Source: an optimization exercise on an open RTL-to-GDS flow (aim: small area). Production flows keep margins and buffers that such runs may drop.
Function was checked by simulation only, so behaviour that the tests miss may differ from the original.
The clock cells of this run come from the design's own scripts or RTL, not from TritonCTS.
The clock port is modelled as an ideal driver, which makes a skipped or thinned clock tree look cheaper than it is; a real chip needs a root buffer or a tree.
Power figures rest on the tool's default switching activity, not on a simulated workload.

`flow/run.sh`:
```
#!/bin/bash
# Own layout flow: the standard flow (standard.sh: unchanged synthesis
# and steps) with two changes:
#  - port buffers use the smallest buffer cell (every port still gets one)
#  - the clock tree is hand-built (flow/cts_tree.tcl, run as ORFS's
#    PRE_CTS_TCL hook) instead of TritonCTS: a root clock buffer feeds 4 leaf
#    clock buffers, each driving a quarter of the registers; ORFS's cts step
#    still legalizes it and repairs timing afterwards.
# Each tool's full output is kept in the ORFS logs under orfs/logs and the
# make output in flow_make.log.
set -euo pipefail
HERE=$(cd "$(dirname "$0")" && pwd)
export BUFFER_PORTS_ARGS="-buffer_cell sky130_fd_sc_hd__buf_1"
export PRE_CTS_TCL="$HERE/cts_tree.tcl"
export CTS_NLEAF_X=2
export CTS_NLEAF_Y=2
export CTS_LEAF_BUF=sky130_fd_sc_hd__clkbuf_16
export CTS_ROOT_BUF=sky130_fd_sc_hd__clkbuf_4
bash standard.sh > flow_make.log 2>&1
```
`flow/cts_tree.tcl`:
```
set nleaf_x $::env(CTS_NLEAF_X)
set nleaf_y $::env(CTS_NLEAF_Y)
set leaf_master $::env(CTS_LEAF_BUF)
set root_master $::env(CTS_ROOT_BUF)

proc out_iterm {inst} {
  foreach it [$inst getITerms] {
    if {[$it isOutputSignal]} { return $it }
  }
  error "cts_tree: no output pin on [$inst getName]"
}

set db [ord::get_db]
set block [ord::get_db_block]
set clknet [$block findNet clk]
set sinks {}
foreach it [$clknet getITerms] {
  set inst [$it getInst]
  set loc [$inst getLocation]
  lappend sinks [list $it [lindex $loc 0] [lindex $loc 1]]
}
puts "cts_tree: [llength $sinks] clock sinks"

# split into nleaf_x columns by x, then each column into nleaf_y rows by y
set groups {}
set byx [lsort -integer -index 1 $sinks]
set n [llength $byx]
for {set i 0} {$i < $nleaf_x} {incr i} {
  set col [lrange $byx [expr {$i * $n / $nleaf_x}] [expr {($i + 1) * $n / $nleaf_x - 1}]]
  set col [lsort -integer -index 2 $col]
  set m [llength $col]
  for {set j 0} {$j < $nleaf_y} {incr j} {
    lappend groups [lrange $col [expr {$j * $m / $nleaf_y}] [expr {($j + 1) * $m / $nleaf_y - 1}]]
  }
}

if {$root_master eq "none"} {
  set root ""
  set rootnet $clknet
} else {
  set root [odb::dbInst_create $block [$db findMaster $root_master] "cts_root_buf"]
  set rootnet [odb::dbNet_create $block "clk_root"]
  $rootnet setSigType CLOCK
  [$root findITerm A] connect $clknet
  [out_iterm $root] connect $rootnet
}

set sx 0; set sy 0
set k 0
foreach g $groups {
  set gx 0; set gy 0
  foreach s $g { incr gx [lindex $s 1]; incr gy [lindex $s 2] }
  set gx [expr {$gx / [llength $g]}]
  set gy [expr {$gy / [llength $g]}]
  incr sx $gx; incr sy $gy
  set buf [odb::dbInst_create $block [$db findMaster $leaf_master] "cts_leaf_buf_$k"]
  $buf setLocation $gx $gy
  $buf setPlacementStatus PLACED
  set net [odb::dbNet_create $block "clk_leaf_$k"]
  $net setSigType CLOCK
  [$buf findITerm A] connect $rootnet
  [out_iterm $buf] connect $net
  foreach s $g {
    set it [lindex $s 0]
    $it disconnect
    $it connect $net
  }
  puts "cts_tree: leaf $k at ($gx, $gy) drives [llength $g] registers"
  incr k
}
if {$root ne ""} {
  $root setLocation [expr {$sx / $k}] [expr {$sy / $k}]
  $root setPlacementStatus PLACED
}

# TritonCTS is not run; the tree above is the clock tree.
rename clock_tree_synthesis cts_tree_unused_tritoncts
proc clock_tree_synthesis {args} { puts "cts_tree: TritonCTS skipped, hand-built tree in place" }
set_propagated_clock [all_clocks]
```
`standard.sh`:
```
#!/bin/bash
# synth_recipe.tcl (not shown) runs the flow's synth.tcl, then flattens the netlist and writes it again
# the make line also repeats each setting of config.mk as NAME=value (left out here)
make -C /OpenROAD-flow-scripts/flow DESIGN_CONFIG=/design/flow/config.mk WORK_HOME=/design/flow/orfs CLKGATE_MAP_FILE= SYNTH_SCRIPT=/design/flow/synth_recipe.tcl "${@:-finish}"
```
`config.mk`:
```
export PLATFORM = sky130hd
export DESIGN_NAME = mul_div_unit
export DESIGN_NICKNAME = mul_div_unit
export VERILOG_FILES = /design/flow/design.v
export SDC_FILE = /design/flow/constraint.sdc
export NUM_CORES = 4
export LEC_CHECK = 0
export CAP_MARGIN = 20
export CORE_MARGIN = 2
export CORE_UTILIZATION = 40
export SLEW_MARGIN = 20
```
`constraint.sdc`:
```
create_clock -name core_clock -period 10.0 [get_ports {clk}]
set_input_delay 2.0000 -clock core_clock [delete_from_list [all_inputs] [get_ports {clk}]]
set_output_delay 2.0000 -clock core_clock [all_outputs]
set_load 0.01 [all_outputs]
```
`design.v`:
```
package mdu_pkg;
  typedef enum logic [2:0] {
    OP_MUL    = 3'b000,
    OP_MULH   = 3'b001,
    OP_MULHSU = 3'b010,
    OP_MULHU  = 3'b011,
    OP_DIV    = 3'b100,
    OP_DIVU   = 3'b101,
    OP_REM    = 3'b110,
    OP_REMU   = 3'b111
  } funct3_e;
  localparam logic [5:0] K_START = 6'd62;
endpackage
module mul_div_unit (
  input  logic        clk,
  input  logic        rst,
  input  logic        start,
  input  logic [2:0]  funct3,
  input  logic [31:0] operand_a,
  input  logic [31:0] operand_b,
  input  logic [4:0]  rd_in,
  input  logic        flush,
  output logic        busy,
  output logic        done,
  output logic [31:0] result,
  output logic [4:0]  rd_out
);
  logic [65:0] w_q;
  logic [32:0] b_q;
  logic        m_q;       
  logic        t_q;       
  logic [4:0]  rd_q;
  logic [2:0]  c_q;       
  logic [5:0]  k_q;       
  logic        dly_q;     
  logic        cy_q;      
  logic        sgn_q;     
  logic        negf_q;    
  logic        bneg_q;    
  logic        pb_q;      
  logic        yp_q;      
  logic        idl_q, act_q;
  logic c0, c2, c3, c5, lo;
  assign c0 = ~c_q[2] & ~c_q[0];
  assign c2 =  c_q[1] & ~c_q[0];
  assign c3 =  c_q[2] &  c_q[0];
  assign c5 = ~c_q[1] &  c_q[0];
  assign lo = ~c_q[0];                         
  assign sgn_q = ~c_q[0] ? ~w_q[44] : (c_q[2] ? ~w_q[33] : (c_q[1] ? w_q[22] : ~w_q[11]));
  logic p_pre, p_z, p_h1, p_main, p_post, p_f, p_g, p_hz, last_k;
  assign p_pre  =  k_q[5] &  k_q[4];
  assign p_z    =  p_pre & ~k_q[0];
  assign p_h1   =  p_pre &  k_q[0];
  assign p_main = ~k_q[5];
  assign p_post =  k_q[5] & ~k_q[4];
  assign p_f    =  p_post & ~k_q[1] & ~k_q[0];
  assign p_g    =  p_post & ~k_q[1] &  k_q[0];
  assign p_hz   =  p_post &  k_q[1];
  assign last_k =  p_main & (k_q[4:0] == 5'd31);
  logic is_mul, is_div, is_rem, mul_hi;
  assign is_mul = m_q;
  assign is_div = ~m_q & ~t_q;
  assign is_rem = ~m_q &  t_q;
  assign mul_hi =  m_q &  t_q;
  logic half, last_c;
  assign half   = (p_h1 & is_mul) | p_hz;
  assign last_c = half ? c2 : c5;
  logic accept;
  assign accept = start & ~flush & idl_q;
  logic        neg_comb, neg_g, g_eff;
  logic        xz, xinv, yen, ysub, cin, prop3, cin0, cin3;
  logic [10:0] xd, yd, sd;
  logic        cout;
  assign neg_comb = negf_q & (w_q[31] | ~is_div);
  assign neg_g    = c0 ? neg_comb : negf_q;
  assign g_eff    = c0 ? w_q[65] : (c_q[1] ? w_q[43] : w_q[54]);
  logic divy;
  assign divy = ~is_mul & (p_main | (p_f & sgn_q));
  assign ysub = is_mul ? bneg_q : ~(sgn_q ^ bneg_q);
  always_comb begin
    xz   = 1'b0;
    xinv = 1'b0;
    yen  = 1'b0;
    cin0 = 1'b0;
    cin3 = 1'b0;
    if (p_z) begin
      xz   = ~lo;
      xinv = lo & (negf_q ^ (c_q[2] & ~c_q[1]));
      cin0 = negf_q;
    end else if (p_main & is_mul) begin
      yen  = lo & g_eff;
      cin0 = g_eff & bneg_q;
    end else if (divy) begin
      yen  = ~lo;
      cin3 = ysub;
    end else if (p_g) begin
      xinv = neg_g & ~(is_rem & lo);                            
      cin0 = neg_g & ~is_rem;
      cin3 = neg_g & is_rem;
    end
  end
  assign prop3 = (p_main & is_mul) | (p_g & ~is_rem);
  assign cin   = c0 ? cin0 : ((c3 & ~prop3) ? cin3 : cy_q);
  assign xd    = xz ? 11'd0 : (w_q[10:0] ^ {11{~xinv}});
  assign yd    = yen ? (b_q[10:0] ^ {11{yp_q}}) : 11'd0;
  logic [11:0] cc;
  assign cc[0] = cin;
  for (genvar i = 0; i < 11; i++) begin : g_fa
    assign sd[i]   = xd[i] ^ yd[i] ^ cc[i];
    assign cc[i+1] = (xd[i] & yd[i]) | (xd[i] & cc[i]) | (yd[i] & cc[i]);
  end
  assign cout = cc[11];
  logic        lmode, bot;
  logic [10:0] wd;
  assign lmode = (p_z & ~is_mul)
               | (p_main & ~(~is_mul & last_k & ~lo))
               | (p_f & lo & ~is_mul)
               | (p_g & ~(m_q & ~t_q));
  assign bot   = c0 ? ~(dly_q | (p_main & is_mul)) : dly_q;
  assign wd    = lmode ? {sd[9:0], bot} : sd;
  logic finish;
  assign finish = last_c & ((p_g & t_q) | p_hz);    
  always_ff @(posedge clk or posedge rst) begin
    if (rst) begin
      idl_q <= 1'b1;
      act_q <= 1'b0;
      done  <= 1'b0;
    end else if (flush) begin
      idl_q <= 1'b1;
      act_q <= 1'b0;
      done  <= 1'b0;
    end else begin
      idl_q <= idl_q ? ~accept : finish;
      act_q <= idl_q ?  accept : ~finish;
      done  <= finish & act_q;
    end
  end
  assign busy = act_q;
  logic bext_in, aneg_in;
  assign bext_in = operand_b[31] & (funct3[2] ? ~funct3[0] : (funct3[1:0] == 2'b01));
  assign aneg_in = operand_a[31] & (funct3[2] ? ~funct3[0] : (funct3[1] ^ funct3[0]));
  always_ff @(posedge clk) begin
    cy_q  <= cout;
    dly_q <= sd[10];
    w_q[32:22] <= ~(({11{act_q}} | operand_a[31:21]) & ({11{idl_q}} | w_q[43:33]));
    w_q[21:11] <= ~(({11{act_q}} | operand_a[20:10]) & ({11{idl_q}} | w_q[32:22]));
    w_q[10:0]  <= ~(({11{act_q}} | {operand_a[9:0], 1'b0}) & ({11{idl_q}} | w_q[21:11]));
    b_q        <= ~(({33{act_q}} | {bext_in, operand_b}) & ({33{idl_q}} | {b_q[10:0], b_q[32:11]}));
    pb_q       <= ~pb_q | idl_q;
    yp_q       <= ysub ^ (~pb_q | idl_q);
    if (idl_q) begin
      m_q    <= ~funct3[2];
      t_q    <= funct3[2] ? funct3[1] : (funct3[1] | funct3[0]);
      rd_q   <= rd_in;
      negf_q <= aneg_in;
      bneg_q <= bext_in;
      c_q    <= 3'd0;
      k_q    <= mdu_pkg::K_START;
    end else begin
      c_q <= (half & c2) ? 3'd0 : {~c_q[0], c_q[2], c_q[1]};
      if (last_c) k_q <= k_q + 6'd1;
      if (p_z & c5) negf_q <= negf_q ^ (bneg_q & ~is_rem);
      if (p_g & c0) negf_q <= neg_comb;
    end
    w_q[65:33] <= {wd, w_q[65:44]};
  end
  assign result = w_q[65:34];
  assign rd_out = rd_q;
endmodule
```
==> run summary <==
==> worst max-delay path, stage by stage (launching register included) <==
cell and delay (ps):
sky130_fd_sc_hd__dfxtp_1 580, sky130_fd_sc_hd__inv_1 230, sky130_fd_sc_hd__a2111oi_0 480, sky130_fd_sc_hd__or2_1 220, sky130_fd_sc_hd__o41a_1 390, sky130_fd_sc_hd__nand2b_1 190
sky130_fd_sc_hd__fa_1 180, sky130_fd_sc_hd__inv_1 60, sky130_fd_sc_hd__fa_1 440, sky130_fd_sc_hd__fa_1 460, sky130_fd_sc_hd__fa_1 460, sky130_fd_sc_hd__fa_1 460
sky130_fd_sc_hd__fa_1 460, sky130_fd_sc_hd__fa_1 450, sky130_fd_sc_hd__fa_1 450, sky130_fd_sc_hd__fa_1 460, sky130_fd_sc_hd__fa_1 420, sky130_fd_sc_hd__inv_1 70
sky130_fd_sc_hd__fa_1 400, sky130_fd_sc_hd__inv_1 80, sky130_fd_sc_hd__mux2_2 140
==> metrics by stage <==
stage               setup slack (ps)  utilization
finish                          2860        0.447
global route                    2290        0.447
CTS                             2800        0.447
detailed placement              2840        0.437
global placement                2930        0.437
floorplan                       3540            -
==> cell type report <==
class | count | area (sq um) | share of cell area
Antenna cell | 1 | 2.50 | 0.000486
Buffer | 5 | 108 | 0.0209
Inverter | 19 | 71.3 | 0.0139
Multi-Input combinational cell | 239 | 1740 | 0.338
Sequential cell | 124 | 2590 | 0.503
Tap cell | 143 | 179 | 0.0348
Timing Repair Buffer | 118 | 458 | 0.0890
==> cell usage after synthesis, types with 2 or more instances <==
cell type	number	area (sq um)
sky130_fd_sc_hd__a2111oi_0	3	26.3
sky130_fd_sc_hd__a21boi_0	2	15.0
sky130_fd_sc_hd__a21oi_1	9	45.0
sky130_fd_sc_hd__a31oi_1	2	12.5
sky130_fd_sc_hd__and2_1	3	18.8
sky130_fd_sc_hd__and3_1	5	31.3
sky130_fd_sc_hd__buf_1	6	22.5
sky130_fd_sc_hd__buf_2	7	35.0
sky130_fd_sc_hd__buf_4	34	255
sky130_fd_sc_hd__clkbuf_1	11	41.3
sky130_fd_sc_hd__dfrtp_1	2	50.1
sky130_fd_sc_hd__dfxtp_1	112	2240
sky130_fd_sc_hd__edfxtp_1	9	270
sky130_fd_sc_hd__fa_1	11	220
sky130_fd_sc_hd__ha_1	4	50.1
sky130_fd_sc_hd__inv_1	18	67.6
sky130_fd_sc_hd__mux2_2	9	101
sky130_fd_sc_hd__mux2i_1	5	50.1
sky130_fd_sc_hd__nand2_1	15	56.3
sky130_fd_sc_hd__nand2b_1	6	37.5
sky130_fd_sc_hd__nand3_1	3	15.0
sky130_fd_sc_hd__nand4_1	2	12.5
sky130_fd_sc_hd__nor2_1	27	101
sky130_fd_sc_hd__nor2b_1	5	31.3
sky130_fd_sc_hd__nor3b_1	2	15.0
sky130_fd_sc_hd__o211ai_1	4	30.0
sky130_fd_sc_hd__o21a_1	2	15.0
sky130_fd_sc_hd__o21ai_0	8	40.0
sky130_fd_sc_hd__o22ai_1	67	419
sky130_fd_sc_hd__or3_1	3	18.8
sky130_fd_sc_hd__xnor2_1	15	131
sky130_fd_sc_hd__xor2_1	11	96.3
==> metal layers <==
metal | GRT usage | vias up | share of wire | wire length (microns)
li1 | - | 1636 | - | -
met2 | 0.207 | 111 | 0.41 | 3950
met1 | 0.245 | 1463 | 0.52 | 5050
met4 | 0.0203 | 0 | 0.012 | 114
met5 | 0 | - | 0 | 0
met3 | 0.0161 | 9 | 0.064 | 628
==> registers in the layout, indices dropped and copies added, names as in the netlist <==
signal	count
dly_q	1
t_q	1
m_q	1
negf_q	1
rd_q	5
idl_q	1
c_q	3
yp_q	1
b_q	33
act_q	1
pb_q	1
cy_q	1
done	1
bneg_q	1
w_q	66
k_q	6
==> final timing paths <==
kind	slack, ps	to	from
max	2860	w_q[65]	c_q[0]
min	360	w_q[50]	w_q[61]
max reg2reg	2860	w_q[65]	c_q[0]
min reg2reg	360	w_q[50]	w_q[61]
max in group asynchronous	8410	idl_q	rst
min in group asynchronous	1380	done	rst
==> cell families (layout without fill, tap and decap cells) <==
| family | after synthesis | after routing | synth area share |
|---|---|---|---|
| mux | 14 | 14 | 0.0318 |
| xor+xnor | 26 | 26 | 0.0478 |
| other cells | 0 | 1 | 0 |
| compound gates | 106 | 106 | 0.145 |
| buf+inv | 78 | 142 | 0.0917 |
| fa+ha+maj | 15 | 15 | 0.0568 |
| flops | 124 | 124 | 0.544 |
| simple gates | 78 | 78 | 0.0833 |
==> power breakdown <==
group / internal, mW / switching (mW)
registers: 0.599 / 0.0600
clock network: 0.0772 / 0.134
logic: 0.103 / 0.129
total: 0.779 / 0.323
==> results.toml <==
[run_status]
outcome = "no timing/DRC/antenna violations"

[placement]
dp_hpwl_microns = 7050
dpl-instance-area_sq_mm = 0.00503
place_congestion = 0.822
placement.io_buffers = 114
placedCellCount = 643

[sta]
highest_clock_rate_mhz = 140
hold_viol = 0
worst-slew-pin-transition_ps = 839
rsz_0062_raised_after_global_routing = "false"
min_period_ps = 7140
clock-skew-final_ps = 9.19
slew_violations = 0
final_hold_slack_ps = 356
setup-violations-final = 0
final.period_utilization = 0.714
max_slew_margin = 0.425
fin_setup_tns_ps = 0

[routing]
final_antenna_net_count = 0
wl_microns = 9750
detailed_route_via_count = 3219
drt_drc_violations_left = 0
firstDrtPassIters = 17
routed_via_density = 4.96
wire_per_inst_microns = 15.0
iteration_0_drc_count_of_the_detailed_router = 214

[synthesis]
postSynthNetCount = 532
synth_async_sr_flop_share = 0.0242
syn_inst = 441
yosys_register_bits = 124
yosys_warnings = 1
synth_flop_cell = "sky130_fd_sc_hd__dfxtp_1"
avgSynthCellArea_sq_um = 10.8
yosys.cell_types.count = 51
seq_area_frac_synth = 0.544
synthesis.area_sq_mm = 0.00476
synth-edff-count = 9

[pwr]
power_leakage_nw = 1.97
power.total_mw = 1.10
p_per_area_mw_per_mm2 = 214
worst_ir_drop_vdd_mv = 0.100

[hold_path]
whs_path_depth = 0
hold_path_class = "flip-flop to flip-flop"

[finish]
final_common_cell = "sky130_fd_sc_hd__buf_1"
final_net_count = 598
layout.cells.most_common_list = "114 x sky130_fd_sc_hd__buf_1, 112 x sky130_fd_sc_hd__dfxtp_1, 67 x sky130_fd_sc_hd__o22ai_1"
finalNonFillerCells = 649
areaGrowthSynthToFinish_pct = 8.04
filler_cell_count = 1111
post_route_cells_drive_above_1_share = 0.0515
final_design_area_no_fill_sq_mm = 0.00514

[global_route]
grt_start_max_net_pins = 84
via_count_of_the_first_global_routing_pass = 3128
total_grt_overflow = 0
grt_pass1_wl_microns = 15800
grt_use_total = 0.147
initial_antenna_violation_count = 1

[floorplanning]
chipWidth_microns = 113
die_extent_in_y_microns = 113
rows = 39
core_area_sq_mm = 0.0115
initial_core_util = 0.414
die_area_sq_mm = 0.0128
ioPinCount = 115

[clocking]
post_cts_resize_count = 0
worstSkewPairLatency_ps = 430
cts.repair_timing.setup_buffer_count = 0
hold_buffers = 0
clk_pin_slew_worst_paths_ps = 110

[setup_path]
worst-r2r-cell-count = 20
worst_setup_path_end_kind = "flip-flop"
arrival_ps = 7530
criticalPathCategory = "flip-flop to flip-flop"
crit_required_ps = 10390
crit_path_start_kind = "flip-flop"
worstPathMaxFanout = 12

[run]
max_cap_violations = 0

-- separate check: timing with driven ports --
Ports are ideal in the flow. The routed layout listed here was re-timed in OpenROAD.
Step 1 assumes that a clkbuf_16 drives the clock port and a buf_2 every other input.
Step 2 also shifts input and output timing later by t, the mid clock arrival at the registers, as if the neighbouring blocks saw the same clock.
Three values: no drivers, after step 1, after step 2; two values: the first two.
shift t [ns]: 0.457
setup WS [ns]: 2.856 / 2.856 / 2.856
worst setup path at the end: register to register
After both steps this run still meets setup and hold. For this run, drivers alone change the setup slack by 0.000 ns; drivers and shift together by 0.000 ns.
